From an optimization exercise on the open Yosys and OpenROAD flow, aimed at small area, a short achievable clock period and few clock cycles per item; shortcuts taken in it are not production practice.
Only simulation tests tie the RTL to the original design; equivalence was not proved.
Power figures rest on the tool's default switching activity, not on a simulated workload.

==> design.v <==
`timescale 1ns / 1ps
package tpeq_pkg;
   localparam int DEFAULT_QUEUE_DEPTH = 16;
   localparam int ACTION_W   = 2;
   localparam int HANDLER_W  = 16;
   localparam int ARGUMENT_W = 16;
   localparam int ENTRY_W    = HANDLER_W + ARGUMENT_W;
   localparam int TOTAL_W    = 6;
   localparam int REQ_TDATA_W = 32;
   localparam int REQ_TUSER_W = 3;
   localparam int RSP_TDATA_W = 40;
   localparam int RSP_TUSER_W = 4;
   localparam logic [ACTION_W-1:0] ACT_PUSH = 2'd0;
   localparam logic [ACTION_W-1:0] ACT_POP  = 2'd1;
   localparam logic [ACTION_W-1:0] ACT_PEEK = 2'd2;
   typedef struct packed {
      logic accept;
      logic execute;
   } cmd_type;
   typedef struct packed {
      logic rsp_busy;
   } status_type;
endpackage
`timescale 1ns / 1ps
module two_priority_event_queue #(
   parameter int QUEUE_DEPTH = tpeq_pkg::DEFAULT_QUEUE_DEPTH
) (
   input  logic                             clock,
   input  logic                             reset,
   input  logic                             req_tvalid,
   output logic                             req_tready,
   input  logic [tpeq_pkg::REQ_TDATA_W-1:0] req_tdata,
   input  logic [tpeq_pkg::REQ_TUSER_W-1:0] req_tuser,
   output logic                             rsp_tvalid,
   input  logic                             rsp_tready,
   output logic [tpeq_pkg::RSP_TDATA_W-1:0] rsp_tdata,
   output logic [tpeq_pkg::RSP_TUSER_W-1:0] rsp_tuser
);
   localparam int PTR_W = $clog2(QUEUE_DEPTH);
   localparam int CNT_W = $clog2(QUEUE_DEPTH + 1);
   localparam int ENT_W = tpeq_pkg::ENTRY_W;
   localparam int TOT_W = tpeq_pkg::TOTAL_W;
   logic [ENT_W-1:0] high_mem [QUEUE_DEPTH];
   logic [ENT_W-1:0] low_mem  [QUEUE_DEPTH];
   logic [PTR_W-1:0] high_head_ff, high_tail_ff, low_head_ff, low_tail_ff;
   logic [CNT_W-1:0] high_count_ff, low_count_ff;
   logic [TOT_W-1:0] total_ff;
   logic             rsp_tvalid_ff;
   logic [ENT_W-1:0] rsp_entry_ff;
   logic [TOT_W-1:0] rsp_total_ff;
   logic [3:0]       rsp_flags_ff;
   logic       accept;
   logic [1:0] action;
   logic       prio;
   logic       is_push, is_pop, is_read;
   logic       high_full, low_full, high_any, low_any;
   logic       push_ok, push_dropped, pop_ok;
   logic       high_wr, low_wr, high_rd, low_rd;
   logic       entry_valid, from_high;
   logic [ENT_W-1:0] entry_word;
   logic [TOT_W-1:0] total_in;
   assign req_tready = !rsp_tvalid_ff || rsp_tready;
   assign accept     = req_tvalid && req_tready;
   assign action  = req_tuser[1:0];
   assign prio    = req_tuser[2];
   assign is_push = (action == tpeq_pkg::ACT_PUSH);
   assign is_pop  = (action == tpeq_pkg::ACT_POP);
   assign is_read = (action == tpeq_pkg::ACT_POP) || (action == tpeq_pkg::ACT_PEEK);
   assign high_full = (high_count_ff == CNT_W'(QUEUE_DEPTH));
   assign low_full  = (low_count_ff == CNT_W'(QUEUE_DEPTH));
   assign high_any  = (high_count_ff != '0);
   assign low_any   = (low_count_ff != '0);
   assign push_dropped = is_push && (prio ? high_full : low_full);
   assign push_ok      = is_push && !(prio ? high_full : low_full);
   assign pop_ok       = is_pop && (high_any || low_any);
   assign high_wr      = accept && push_ok && prio;
   assign low_wr       = accept && push_ok && !prio;
   assign high_rd      = accept && is_pop && high_any;
   assign low_rd       = accept && is_pop && !high_any && low_any;
   assign entry_valid = is_read && (high_any || low_any);
   assign from_high   = is_read && high_any;
   assign entry_word  = !is_read ? '0 :
                        high_any ? high_mem[high_head_ff] :
                        low_any  ? low_mem[low_head_ff] : '0;
   assign total_in = push_ok ? total_ff + 1'b1 :
                     pop_ok  ? total_ff - 1'b1 : total_ff;
   always_ff @(posedge clock) begin
      if (high_wr) high_mem[high_tail_ff] <= req_tdata;
      if (low_wr)  low_mem[low_tail_ff]   <= req_tdata;
   end
   always_ff @(posedge clock) begin
      if (reset) begin
         high_head_ff  <= '0;
         high_tail_ff  <= '0;
         high_count_ff <= '0;
         low_head_ff   <= '0;
         low_tail_ff   <= '0;
         low_count_ff  <= '0;
         total_ff      <= '0;
         rsp_tvalid_ff <= 1'b0;
      end else begin
         if (high_wr) begin
            high_tail_ff  <= high_tail_ff + 1'b1;
            high_count_ff <= high_count_ff + 1'b1;
         end
         if (low_wr) begin
            low_tail_ff  <= low_tail_ff + 1'b1;
            low_count_ff <= low_count_ff + 1'b1;
         end
         if (high_rd) begin
            high_head_ff  <= high_head_ff + 1'b1;
            high_count_ff <= high_count_ff - 1'b1;
         end
         if (low_rd) begin
            low_head_ff  <= low_head_ff + 1'b1;
            low_count_ff <= low_count_ff - 1'b1;
         end
         if (accept) total_ff <= total_in;
         if (accept) rsp_tvalid_ff <= 1'b1;
         else if (rsp_tready) rsp_tvalid_ff <= 1'b0;
      end
   end
   always_ff @(posedge clock) begin
      if (accept) begin
         rsp_entry_ff <= entry_word;
         rsp_total_ff <= total_in;
         rsp_flags_ff <= {(total_in == '0), push_dropped, from_high, entry_valid};
      end
   end
   assign rsp_tvalid = rsp_tvalid_ff;
   assign rsp_tdata  = {2'b00, rsp_total_ff, rsp_entry_ff};
   assign rsp_tuser  = rsp_flags_ff;
endmodule
==> run.sh <==
#!/bin/bash
# synth_recipe.tcl (not shown) runs the flow's synth.tcl, then flattens the netlist and writes it again
# the make line also repeats each setting of config.mk as NAME=value (left out here)
make -C /OpenROAD-flow-scripts/flow DESIGN_CONFIG=/design/flow/config.mk WORK_HOME=/design/flow/orfs CLKGATE_MAP_FILE= SYNTH_SCRIPT=/design/flow/synth_recipe.tcl finish
==> config.mk <==
export PLATFORM = sky130hd
export DESIGN_NAME = two_priority_event_queue
export DESIGN_NICKNAME = two_priority_event_queue
export VERILOG_FILES = /design/flow/design.v
export SDC_FILE = /design/flow/constraint.sdc
export NUM_CORES = 4
export LEC_CHECK = 0
export CAP_MARGIN = 20
export CORE_MARGIN = 2
export CORE_UTILIZATION = 40
export SLEW_MARGIN = 20
==> constraint.sdc <==
create_clock -name core_clock -period 4.2 [get_ports {clock}]
set_input_delay 0.8400 -clock core_clock [delete_from_list [all_inputs] [get_ports {clock}]]
set_output_delay 0.8400 -clock core_clock [all_outputs]
set_load 0.01 [all_outputs]
==> flow_results.xml <==
<?xml version="1.0" encoding="UTF-8"?>
<metrics>
  <group name="grt">
    <metric name="first_global_vias" unit="">19800</metric>
    <metric name="grt.total_usage" unit="%">18.05</metric>
    <metric name="maximum_number_of_pins_on_one_net_before_global_route_repair" unit="">57</metric>
    <metric name="grt_util_met3" unit="%">4.938</metric>
    <metric name="grt_overflow" unit="">0</metric>
    <metric name="groute.layer.met2.usage" unit="%">26.01</metric>
    <metric name="globalRoute.busiestLayer" unit="">met1</metric>
    <metric name="grt_first_pass_wirelength" unit="mm">141.5</metric>
    <metric name="gr-usage-met1" unit="%">27.55</metric>
    <metric name="grt_antenna_before_repair" unit="">9</metric>
  </group>
  <group name="routing">
    <metric name="drt_wl_total" unit="mm">97.08</metric>
    <metric name="route.detailed.drc" unit="">0</metric>
    <metric name="routed_wire_length_per_instance" unit="um">27.93</metric>
    <metric name="number_of_drc_violations_after_detailed_routing_iteration_0" unit="">2138</metric>
    <metric name="route.vias.total" unit="">19600</metric>
    <metric name="routed_via_density" unit="">5.638</metric>
    <metric name="final_antenna_net_count" unit="">0</metric>
    <metric name="drtPass1Iterations" unit="">5</metric>
  </group>
  <group name="synthesis">
    <metric name="synth.avg_cell_area" unit="um2">23.49</metric>
    <metric name="post-synth-top-area-cell" unit="">sky130_fd_sc_hd__edfxtp_1</metric>
    <metric name="yosys_register_bits" unit="">1107</metric>
    <metric name="synth_ff_type" unit="">sky130_fd_sc_hd__edfxtp_1</metric>
    <metric name="synth_top_area_share" unit="%">75.49</metric>
    <metric name="postSynthCellCount" unit="">1805</metric>
    <metric name="synth_area" unit="um2">42400</metric>
    <metric name="synth.distinct_cells" unit="">54</metric>
    <metric name="synth.yosys.seq_area_share" unit="%">77.42</metric>
    <metric name="synth.area.top_cells" unit="">sky130_fd_sc_hd__edfxtp_1 75%, sky130_fd_sc_hd__mux4_2 17%, sky130_fd_sc_hd__dfxtp_1 1.9%</metric>
    <metric name="synth-async-reset-ratio" unit="%">0</metric>
    <metric name="yosys_warnings" unit="">1</metric>
    <metric name="synth_edf_count" unit="">1066</metric>
  </group>
  <group name="die">
    <metric name="rows" unit="">119</metric>
    <metric name="ios" unit="">85</metric>
    <metric name="chipWidth" unit="um">329.6</metric>
    <metric name="initial_standard_cell_utilization_of_the_core" unit="%">40.28</metric>
    <metric name="core" unit="um2">105300</metric>
    <metric name="dieArea" unit="um2">108600</metric>
    <metric name="chipHeight" unit="um">329.6</metric>
  </group>
  <group name="flow_run">
    <metric name="maxCapViolations" unit="">0</metric>
  </group>
  <group name="critical_path">
    <metric name="end_kind" unit="">register</metric>
    <metric name="worst_path_largest_cell_delay" unit="ns">0.44</metric>
    <metric name="critical-path-slowest-cell" unit="">sky130_fd_sc_hd__clkdlybuf4s50_1</metric>
    <metric name="crit_required" unit="ns">4.74</metric>
    <metric name="cp_max_fo" unit="">12</metric>
    <metric name="crit_path_cell_trace" unit="">clkdlybuf4s50_1 &gt; nand2b_1 &gt; nand2_1 &gt; inv_2 &gt; nand3_1 &gt; xnor2_1 &gt; ha_1 &gt; or4_1 &gt; o22ai_1 &gt; mux2_1</metric>
    <metric name="worstPathBufferInverterCount" unit="">2</metric>
    <metric name="critical-path-top-delay-family" unit="">simple AND/OR/NAND/NOR gates</metric>
    <metric name="cp_data_arrival_time" unit="ns">3.62</metric>
    <metric name="critical_path_launch_point_type" unit="">input port</metric>
    <metric name="timing.setup.critical_path_class" unit="">in -&gt; reg</metric>
  </group>
  <group name="clock_network">
    <metric name="cts-root-to-sink-buffers" unit="">3</metric>
    <metric name="h-tree-depth" unit="">3</metric>
    <metric name="worst_skew_pair.late_latency" unit="ns">0.67</metric>
    <metric name="cts_tree" unit="">built</metric>
    <metric name="post_cts_resized" unit="">0</metric>
    <metric name="postCtsHoldBufs" unit="">0</metric>
    <metric name="tritoncts.num_buffers" unit="">106</metric>
    <metric name="clock_slew_at_reported_path_ffs" unit="ns">0.07</metric>
    <metric name="cts_sinks" unit="">1107</metric>
    <metric name="setup_fix_bufs_post_cts" unit="">0</metric>
    <metric name="root_buffer" unit="">sky130_fd_sc_hd__clkbuf_16</metric>
  </group>
  <group name="place">
    <metric name="globalplace.congestion" unit="">0.7869</metric>
    <metric name="hpwl" unit="mm">61.51</metric>
    <metric name="port_buffers" unit="">82</metric>
    <metric name="dpl_worst_slack" unit="ns">0.4541</metric>
  </group>
  <group name="pwr">
    <metric name="cellPowerDensity" unit="nW/um2">456.9</metric>
    <metric name="total_power" unit="uW">22690</metric>
    <metric name="worst_ir_drop_vdd" unit="mV">0.4479</metric>
    <metric name="power.static_leakage" unit="uW">0.01497</metric>
  </group>
  <group name="min_path">
    <metric name="hold_path_class" unit="">reg -&gt; reg</metric>
  </group>
  <group name="timing">
    <metric name="layout_min_cycle_time" unit="ns">3.080</metric>
    <metric name="finalSetupViolCount" unit="">0</metric>
    <metric name="finClkSkew" unit="ns">0.02797</metric>
    <metric name="rsz_0062_raised_after_global_routing" unit="">no</metric>
    <metric name="worst_slew_margin_rel" unit="%">32.27</metric>
    <metric name="timing.final.max_slew_violations" unit="">0</metric>
    <metric name="final_hold_viol_count" unit="">0</metric>
    <metric name="layout_worst_path_cycle_share" unit="%">73.33</metric>
    <metric name="tns" unit="ns">0</metric>
    <metric name="tightestPinTransition" unit="ns">1.016</metric>
    <metric name="post-route-worst-setup-slack" unit="ns">1.120</metric>
    <metric name="clock.fmax" unit="MHz">324.7</metric>
  </group>
  <group name="layout">
    <metric name="share_of_layout_cells_above_drive_strength_1" unit="%">30.61</metric>
    <metric name="final_net_count" unit="">2056</metric>
    <metric name="syn2layout_area_growth" unit="%">17.10</metric>
    <metric name="layout.core_utilization" unit="%">47.17</metric>
  </group>
  <group name="outcome">
    <metric name="outcome" unit="">finished clean</metric>
  </group>
</metrics>
==> report_power, final <==
group	total [uW]	switching (uW)	internal, uW	leakage [uW]
logic	693	450	243	0.00325
registers	12200	30.0	12100	0.00997
clock network	9820	4020	5800	0.00176
==> flip-flops by register name, indices dropped and copies added, names as in the netlist, 5 cells and up, named ones only <==
register,cells
total_ff,6
low_mem,512
high_mem,512
rsp_entry_ff,32
rsp_total_ff,6
high_count_ff,5
low_count_ff,5
==> cell families (layout without fill, tap and decap cells) <==
family	after synthesis	after routing	synth area share, %
flip-flops	1107	1107	77.42
multiplexers	326	326	17.14
AND/OR/NAND/NOR	139	139	1.708
buffers and inverters	115	393	1.098
AO/OA/AOI/OAI	74	74	1.543
XOR/XNOR	24	24	0.4957
adder cells (fa/ha/maj)	19	19	0.5783
other	1	3	0.008843
==> layout make-up <==
| type | count | area [um2] |
|---|---|---|
| tap | 1391 | 1740 |
| clock inverter | 59 | 729.5 |
| sequential | 1107 | 32860 |
| multi-input combinational | 584 | 9275 |
| inverter | 17 | 63.81 |
| timing repair buffer | 182 | 2102 |
| clock buffer | 135 | 2888 |
| fill | 8452 | 55610 |
| antenna | 1 | 2.502 |
==> per-stage QoR <==
| stage | std cells | cell area [um2] | hold WS (ns) |
|---|---|---|---|
| after detailed placement | 3281 | 46050 | 0.5117 |
| after global placement | 3281 | 46050 | 0.5030 |
| after floorplan | 1806 | 42430 | 0.4793 |
| after CTS | 3475 | 49670 | 0.5334 |
| final | 3476 | 49660 | 0.5238 |
| after global routing | 3475 | 49660 | 0.5599 |
==> layout by cell type (no fill, tap or decap), types with 5 or more instances in the layout <==
cell type / instances
sky130_fd_sc_hd__buf_12: 44
sky130_fd_sc_hd__nand3_1: 7
sky130_fd_sc_hd__clkbuf_16: 111
sky130_fd_sc_hd__clkbuf_1: 22
sky130_fd_sc_hd__dfxtp_1: 33
sky130_fd_sc_hd__nand4_1: 6
sky130_fd_sc_hd__o21ai_0: 6
sky130_fd_sc_hd__dfxtp_4: 6
sky130_fd_sc_hd__ha_1: 17
sky130_fd_sc_hd__clkdlybuf4s50_1: 78
sky130_fd_sc_hd__bufinv_16: 15
sky130_fd_sc_hd__mux4_2: 320
sky130_fd_sc_hd__clkinvlp_4: 6
sky130_fd_sc_hd__a32o_1: 32
sky130_fd_sc_hd__clkinv_1: 14
sky130_fd_sc_hd__inv_1: 14
sky130_fd_sc_hd__a21oi_1: 13
sky130_fd_sc_hd__nor2_1: 39
sky130_fd_sc_hd__xor2_1: 10
sky130_fd_sc_hd__clkinv_2: 19
sky130_fd_sc_hd__and2_2: 8
sky130_fd_sc_hd__nand2_1: 20
sky130_fd_sc_hd__buf_4: 56
sky130_fd_sc_hd__nor3_1: 5
sky130_fd_sc_hd__xnor2_1: 14
sky130_fd_sc_hd__edfxtp_1: 1066
sky130_fd_sc_hd__nor2_4: 12
==> cells in the mapped netlist (3+ instances only) <==
library cell,number
sky130_fd_sc_hd__a211oi_1,4
sky130_fd_sc_hd__o21ai_0,6
sky130_fd_sc_hd__buf_1,8
sky130_fd_sc_hd__and4_1,5
sky130_fd_sc_hd__buf_4,3
sky130_fd_sc_hd__clkbuf_1,69
sky130_fd_sc_hd__ha_1,18
sky130_fd_sc_hd__and2_1,9
sky130_fd_sc_hd__or4_1,4
sky130_fd_sc_hd__a32o_1,32
sky130_fd_sc_hd__xor2_1,10
sky130_fd_sc_hd__a21oi_1,13
sky130_fd_sc_hd__nor3_1,9
sky130_fd_sc_hd__and3_1,6
sky130_fd_sc_hd__nor2b_1,4
sky130_fd_sc_hd__dfxtp_1,41
sky130_fd_sc_hd__buf_2,18
sky130_fd_sc_hd__nand4_1,6
sky130_fd_sc_hd__mux4_2,320
sky130_fd_sc_hd__nor4b_1,3
sky130_fd_sc_hd__or3_1,4
sky130_fd_sc_hd__nand3_1,7
sky130_fd_sc_hd__xnor2_1,14
sky130_fd_sc_hd__inv_1,15
sky130_fd_sc_hd__nor2_1,51
sky130_fd_sc_hd__edfxtp_1,1066
sky130_fd_sc_hd__nand2b_1,3
sky130_fd_sc_hd__nand2_1,20
sky130_fd_sc_hd__mux2i_1,4
==> final timing paths <==
kind,end,start,depth (start not counted),slack (ns)
setup reg to reg,rsp_entry_ff[2]$_SDFFCE_PP0P_,register,4,1.22
hold reg to reg,register,high_head_ff[3]$_SDFFE_PP0P_,2,0.52
hold / removal,register,high_head_ff[3]$_SDFFE_PP0P_,2,0.52
setup / recovery,low_count_ff[4]$_SDFFE_PP0P_,rsp_tready,10,1.12
==> routing by layer <==
metal  wire, um  part of all wire (%)
met5         24                 0.025
met4       1718                   1.8
met3       9053                   9.3
met2      43050                    44
met1      43230                    45
==> tightest hold or removal path, delay by kind of cell (launching register included) <==
family	cells	cell delay, ns
simple gates	1	0.10
flops	1	0.32
xor+xnor	1	0.06
Testbench counts, summed over its fixed seeds: cycles 24,008, items 24,000.

-- afterwards: timing with drivers on the ports --
No port has a modelled driver above. Below, the same layout with a new extraction and two added sets of constraints. Step 1 assumes that a clkbuf_16 drives the clock port and a buf_2 every other input. Step 2, shift: input delay + t, output delay - t, t = (earliest + latest rising clock arrival at the registers) / 2. This alone moves slack from input paths to output paths. Slacks: ideal ports / drivers / drivers and shift; pairs: ideal ports / drivers.
t (ns): 0.722
setup WS [ns]: 1.120 / 1.156 / 0.434
clock arrival spread, ns: 0.029 / 0.029
After both steps setup and hold are still met in this run. For this run, drivers alone change the setup slack by +0.036 ns; drivers and shift together by -0.686 ns.
